This design comes from an exercise in tuning for small area, a short achievable clock period and few clock cycles per item on the open sky130 flow, not from production work. The RTL was checked by simulation tests, not by an equivalence proof against the original design. Power and IR drop assume default switching activity.

north:
==> flow/design.v <==
module factorial_core #(
    parameter int unsigned MAX_N = 20
) (
    input  logic             clk,
    input  logic             reset_n,
    input  logic             fifo_empty,
    input  logic [31:0]      fifo_dout,
    output logic             fifo_rd_en,
    output logic [63:0]      result,
    output logic             result_valid,
    input  logic             result_ready,
    output logic             overflow,
    output logic             busy
);
    logic        r_ok;
    logic        r_hs;
    logic        r_z;
    logic        w_pend;     
    logic        w_v0;       
    logic        w_v1;       
    logic [4:0]  r_c0;       
    logic [4:0]  r_c1;       
    logic [4:0]  w_code;
    logic        w_hs;
    logic        w_rd;
    logic [63:0] w_fact;
    assign w_code = {fifo_dout[4:3] | {2{|fifo_dout[31:5]}}, fifo_dout[2:0]};
    assign w_pend = r_hs && !r_z;
    assign w_v0   = r_ok ? r_z : r_hs;
    assign w_v1   = !r_ok && r_hs && r_z;
    assign w_hs   = w_v0 && result_ready;
    assign w_rd   = !fifo_empty && (r_ok || (r_hs && result_ready));
    logic w_l000;
    logic w_l001;
    logic w_l002;
    logic w_l003;
    logic w_l004;
    logic w_l005;
    logic w_l006;
    logic w_l007;
    logic w_l008;
    logic w_l009;
    logic w_l010;
    logic w_l011;
    logic w_l012;
    logic w_l013;
    logic w_l014;
    logic w_l015;
    logic w_l016;
    logic w_l017;
    logic w_l018;
    logic w_l019;
    logic w_l020;
    logic w_l021;
    logic w_l022;
    logic w_l023;
    logic w_l024;
    logic w_l025;
    logic w_l026;
    logic w_l027;
    logic w_l028;
    logic w_l029;
    logic w_l030;
    logic w_l031;
    logic w_l032;
    logic w_l033;
    logic w_l034;
    logic w_l035;
    logic w_l036;
    logic w_l037;
    logic w_l038;
    logic w_l039;
    logic w_l040;
    logic w_l041;
    assign w_l014 = r_c0[4] & ~r_c0[3];
    assign w_l015 = w_l014 & ~r_c0[2];
    assign w_fact[39] = w_l015 & r_c0[1];
    assign w_fact[47] = w_fact[39] & ~r_c0[0];
    assign w_l016 = ~(r_c0[1] | r_c0[0]);
    assign w_l017 = w_l016 & w_l014;
    assign w_fact[54] = w_l017 & r_c0[2];
    assign w_l018 = r_c0[1] & r_c0[0];
    assign w_fact[53] = w_l018 & w_l015;
    assign w_fact[55] = w_fact[53] | w_fact[54];
    assign w_l019 = ~r_c0[4] & r_c0[3];
    assign w_l020 = w_l019 & r_c0[2];
    assign w_fact[13] = w_l020 & ~r_c0[0];
    assign w_l021 = ~(w_l018 | w_l016);
    assign w_l022 = w_l021 & w_l015;
    assign w_fact[27] = w_l022 | w_fact[13];
    assign w_l023 = w_fact[27] & ~r_c0[1];
    assign w_fact[23] = w_l023 | w_fact[55];
    assign w_l024 = ~(w_l021 | r_c0[2]);
    assign w_l025 = w_l021 & r_c0[2];
    assign w_l026 = ~(w_l025 | w_l024);
    assign w_l027 = w_l018 & ~r_c0[2];
    assign w_fact[11] = ~w_l027 & w_l019;
    assign w_l028 = ~(w_l019 | w_l015);
    assign w_l029 = ~w_l028 & r_c0[1];
    assign w_l030 = w_l015 & ~r_c0[1];
    assign w_l031 = ~(w_l030 | w_l017);
    assign w_l032 = w_l026 & w_l019;
    assign w_fact[18] = w_l032 | ~w_l031;
    assign w_l033 = w_fact[18] & ~r_c0[2];
    assign w_fact[16] = w_l033 | w_l029;
    assign w_l034 = ~w_fact[16] & w_fact[11];
    assign w_l035 = w_l019 & ~r_c0[2];
    assign w_l036 = w_l035 & r_c0[1];
    assign w_fact[10] = w_l036 | w_l034;
    assign w_l037 = w_fact[10] & r_c0[0];
    assign w_l038 = w_l020 & r_c0[0];
    assign w_fact[41] = w_l017 | w_l015;
    assign w_l039 = ~(w_fact[41] | w_l038);
    assign w_fact[25] = ~w_l039 | w_l037;
    assign w_fact[37] = w_fact[25] & w_l026;
    assign w_fact[46] = w_fact[37] & w_fact[23];
    assign w_fact[42] = w_fact[54] | w_fact[47];
    assign w_l040 = ~(w_l039 | w_fact[10]);
    assign w_l041 = ~(w_l040 | w_fact[27]);
    assign w_fact[26] = ~(w_l041 | w_fact[42]);
    assign w_l000 = w_fact[26] & r_c0[1];
    assign w_fact[36] = w_l000 | w_fact[46];
    assign w_fact[45] = w_fact[54] | w_fact[39];
    assign w_fact[17] = w_l029 & ~w_l027;
    assign w_fact[20] = w_fact[17] | w_l017;
    assign w_l001 = w_fact[20] & w_fact[27];
    assign w_fact[34] = w_l001 | ~w_l031;
    assign w_l002 = r_c0[1] & ~r_c0[0];
    assign w_fact[33] = ~w_l002 & w_l015;
    assign w_fact[32] = ~(w_l039 | w_l026);
    assign w_fact[31] = w_fact[46] | w_fact[47];
    assign w_fact[44] = w_l015 & ~r_c0[0];
    assign w_fact[29] = w_l038 | w_l030;
    assign w_fact[30] = w_fact[29] | w_l001;
    assign w_fact[24] = w_fact[29] & ~w_fact[27];
    assign w_l003 = ~w_l002 & w_l020;
    assign w_fact[28] = w_l003 | w_fact[24];
    assign w_l004 = w_fact[16] & ~w_fact[53];
    assign w_fact[22] = w_l004 & w_fact[25];
    assign w_fact[21] = w_fact[20] | w_l037;
    assign w_l005 = ~(w_fact[32] | w_fact[27]);
    assign w_fact[19] = ~(w_l005 | w_fact[44]);
    assign w_fact[15] = ~(w_l028 | r_c0[1]);
    assign w_l006 = w_l002 & w_l035;
    assign w_fact[14] = w_l006 | w_l003;
    assign w_l007 = ~(r_c0[4] | r_c0[3]);
    assign w_fact[4] = w_l007 & r_c0[2];
    assign w_l008 = w_fact[4] & r_c0[1];
    assign w_l009 = w_l035 & ~r_c0[1];
    assign w_fact[7] = w_l009 | w_l008;
    assign w_l010 = ~(w_fact[7] | w_l020);
    assign w_l011 = ~(w_l010 | w_l021);
    assign w_fact[12] = w_l011 | w_l036;
    assign w_fact[40] = w_l040 & ~w_fact[47];
    assign w_fact[9] = w_l008 | w_l006;
    assign w_l012 = w_fact[4] & w_l018;
    assign w_fact[8] = w_l012 | w_l035;
    assign w_fact[6] = w_l007 & w_l025;
    assign w_fact[5] = w_fact[4] & r_c0[0];
    assign w_fact[3] = w_fact[4] & ~r_c0[1];
    assign w_fact[2] = w_l007 & w_l027;
    assign w_l013 = w_l007 & ~r_c0[2];
    assign w_fact[1] = w_l013 & r_c0[1];
    assign w_fact[0] = w_l013 & ~r_c0[1];
    assign { w_fact[63:56], w_fact[52:48], w_fact[43], w_fact[38], w_fact[35] } = { 2'h0, w_fact[54], 4'h0, w_fact[55], w_fact[39], 1'h0, w_fact[47], w_fact[42], w_fact[46], w_fact[39], w_fact[31], w_fact[31] };
    assign fifo_rd_en   = w_rd;
    assign result       = w_fact;
    assign overflow     = r_c0 > 5'(MAX_N);
    assign result_valid = w_v0;
    assign busy         = w_v0 || w_pend;
    logic w_nv0;
    logic w_nv1;
    logic w_nok;
    always_comb begin
        if (w_v0) begin
            w_nv0 = !w_hs || w_v1 || w_pend;
            w_nv1 = !w_hs && (w_v1 || w_pend);
        end else begin
            w_nv0 = w_pend;
            w_nv1 = 1'b0;
        end
        w_nok = !w_nv1 && !(w_nv0 && w_rd);
    end
    always_ff @(posedge clk or negedge reset_n) begin
        if (!reset_n) begin
            r_ok <= 1'b0;
            r_hs <= 1'b0;
            r_z  <= 1'b0;
        end else begin
            r_ok <= w_nok;
            r_hs <= w_nok ? (w_rd && !w_nv0) : 1'b1;
            r_z  <= w_nok ? w_nv0 : w_nv1;
        end
    end
    always_ff @(posedge clk) begin
        if (w_hs || !w_v0) r_c0 <= w_v1 ? r_c1 : w_code;
        if (w_hs || !w_v1) r_c1 <= w_code;
    end
endmodule
export LEC_CHECK = 0
export ABC_AREA = 1
export CAP_MARGIN = 20
export CORE_AREA = 2 2 60 60
export DIE_AREA = 0 0 62 62
export SLEW_MARGIN = 20
create_clock -name core_clock -period 10.0 [get_ports {clk}]
standard.sh (not shown) runs the stock make flow with config.mk's settings and CLKGATE_MAP_FILE= SYNTH_SCRIPT=/design/flow/synth_recipe.tcl, a recipe that flattens the netlist after the stock synthesis.
==> flow/flow/run.sh <==
#!/bin/bash
set -euo pipefail
here=$(pwd)
{
  cat <<'EOT'
proc use_flow_abc_script {name1 name2 op} {
  upvar #0 abc_args a
  set i [lsearch -exact $a -script]
  if {$i >= 0 && [lindex $a [expr {$i + 1}]] ne $::env(FLOW_ABC_SCRIPT)} {
    lset a [expr {$i + 1}] $::env(FLOW_ABC_SCRIPT)
  }
}
trace add variable ::abc_args write use_flow_abc_script
# no half/full adder cells: they would only come from XORs in the table
set ::env(ADDER_MAP_FILE) ""
EOT
  cat synth_recipe.tcl
} > flow_synth.tcl
export FLOW_ABC_SCRIPT="$here/flow/area.abc"
sed "s#SYNTH_SCRIPT=[^ ]*#SYNTH_SCRIPT=$here/flow_synth.tcl#" standard.sh > flow_standard.sh
export BUFFER_PORTS_ARGS="-buffer_cell sky130_fd_sc_hd__buf_1"
export SETUP_SLACK_MARGIN=5.0
export SKIP_REPAIR_TIE_FANOUT=1
for step in synth floorplan place cts route finish; do
  bash flow_standard.sh "$step" > "log_$step.txt" 2>&1
done
==> flow/flow/area.abc <==
strash; dch -f; map -a; mfs2; strash; dch -f; map -a; topo; stime -c; buffer -c; dnsize -c
Testbench counts of north, summed over its fixed seeds: cycles 1,048, items 1,024.
For south, these inputs were changed with respect to north:
- a deleted CORE_AREA that had been 2 2 60 60
- an added CORE_MARGIN of 2
- a deleted DIE_AREA that had been 0 0 62 62
- an added CORE_UTILIZATION of 40
diff --git a/flow/flow/run.sh b/flow/flow/run.sh
--- a/flow/flow/run.sh
+++ b/flow/flow/run.sh
@@ -12,6 +12,4 @@
 }
 trace add variable ::abc_args write use_flow_abc_script
-# no half/full adder cells: they would only come from XORs in the table
-set ::env(ADDER_MAP_FILE) ""
 EOT
   cat synth_recipe.tcl
@@ -20,5 +18,5 @@
 sed "s#SYNTH_SCRIPT=[^ ]*#SYNTH_SCRIPT=$here/flow_synth.tcl#" standard.sh > flow_standard.sh
 export BUFFER_PORTS_ARGS="-buffer_cell sky130_fd_sc_hd__buf_1"
-export SETUP_SLACK_MARGIN=5.0
+export SETUP_SLACK_MARGIN=5.38
 export SKIP_REPAIR_TIE_FANOUT=1
 for step in synth floorplan place cts route finish; do
==> comparison <==
Horizontal extent of the die (south over north): decrease, 4.0 µm
south vs. north: relative contribution of the clock network to total power went down by 2.0 points.
Taking north as the reference, in south worst hold margin saw little to no change; synthesized-area fraction occupied by and/or/nand/nor cells now smaller.
Taking south over north, the wire length after detailed routing ratio works out to 1.11.
Taking north as the reference, in south number of post-CTS setup repair buffers went up; DRC marker count from the first detailed-route iteration fell by 18.
What east does differently from south at the input level:
diff --git a/flow/flow/run.sh b/flow/flow/run.sh
--- a/flow/flow/run.sh
+++ b/flow/flow/run.sh
@@ -18,5 +18,5 @@
 sed "s#SYNTH_SCRIPT=[^ ]*#SYNTH_SCRIPT=$here/flow_synth.tcl#" standard.sh > flow_standard.sh
 export BUFFER_PORTS_ARGS="-buffer_cell sky130_fd_sc_hd__buf_1"
-export SETUP_SLACK_MARGIN=5.38
+export SETUP_SLACK_MARGIN=5.55
 export SKIP_REPAIR_TIE_FANOUT=1
 for step in synth floorplan place cts route finish; do
### Flow results
east ends up with lower multi-input gate share of the layout cell area than south does.
Lower non-clock buffering overhead in the final layout among south and east: south
Clock power: east vs south down 7.3%
NOTE number of vias per cell after detailed routing south->east decreased slightly
east ended up with a higher final cell count than south did.
Compared with south, east supports a higher clock frequency.
east vs south — internal portion of total power climbed by a few percent
Going from south to east, first-pass GRT wire length shrank slightly.
| number of nets in the layout | east vs south | about 1.6% higher |
Changes observed in east relative to south: DRC violation count after routing shows no meaningful change; hold slack shows a reduction of 0.0095 ns.
--- input diff east..west ---
diff --git a/flow/flow/run.sh b/flow/flow/run.sh
--- a/flow/flow/run.sh
+++ b/flow/flow/run.sh
@@ -12,4 +12,6 @@
 }
 trace add variable ::abc_args write use_flow_abc_script
+# no half/full adder cells: they would only come from XORs in the table
+set ::env(ADDER_MAP_FILE) ""
 EOT
   cat synth_recipe.tcl
@@ -18,5 +20,5 @@
 sed "s#SYNTH_SCRIPT=[^ ]*#SYNTH_SCRIPT=$here/flow_synth.tcl#" standard.sh > flow_standard.sh
 export BUFFER_PORTS_ARGS="-buffer_cell sky130_fd_sc_hd__buf_1"
-export SETUP_SLACK_MARGIN=5.55
+export SETUP_SLACK_MARGIN=5.3
 export SKIP_REPAIR_TIE_FANOUT=1
 for step in synth floorplan place cts route finish; do
--- outcome ---
Going from east to west, length of routed met3 wiring dropped 7.7%, detailed placer's ending HPWL increased by about 1.2% relative to the old numbers, adder and majority gate portion of the synthesized area fell by 4.3 points, final core area utilization decreased by 7.1 points relative to the old numbers, post-CTS setup buffer count saw a decrease. west against east: routed wire length has decreased; layout buffer count excluding clock buffers now sits lower; sequential portion of the cell area climbed 3.1 points.

re-timing with driven ports:
The results above use ideal ports. As a check the final layouts listed here were re-extracted and re-timed, cells and wires unchanged.
Step 1 sets driving cells, clkbuf_16 on the clock port and buf_2 on the other inputs (assumed; they add their load-dependent delay and slew).
Step 2 moves the port delays by t, midway between the first and last clock arrival at a register: inputs arrive t later, outputs are due t later. That takes back most of the time a late clock gives input paths.
a / b / c = no drivers / after step 1 / after step 2; a / b = the first two.
run | t (ns) | setup slack, ns | cell pins on the clock port's net
north | 0.281 | 5.457 / 5.436 / 5.436 | 1
south | 0.284 | 5.494 / 5.472 / 5.472 | 1
east | 0.278 | 5.565 / 5.524 / 5.524 | 1
west | 0.280 | 5.486 / 5.464 / 5.464 | 1
After both steps setup and hold are still met in every run listed. The setup slack of east, which loses most, moves by -0.041 ns with the drivers and by -0.041 ns with both steps.
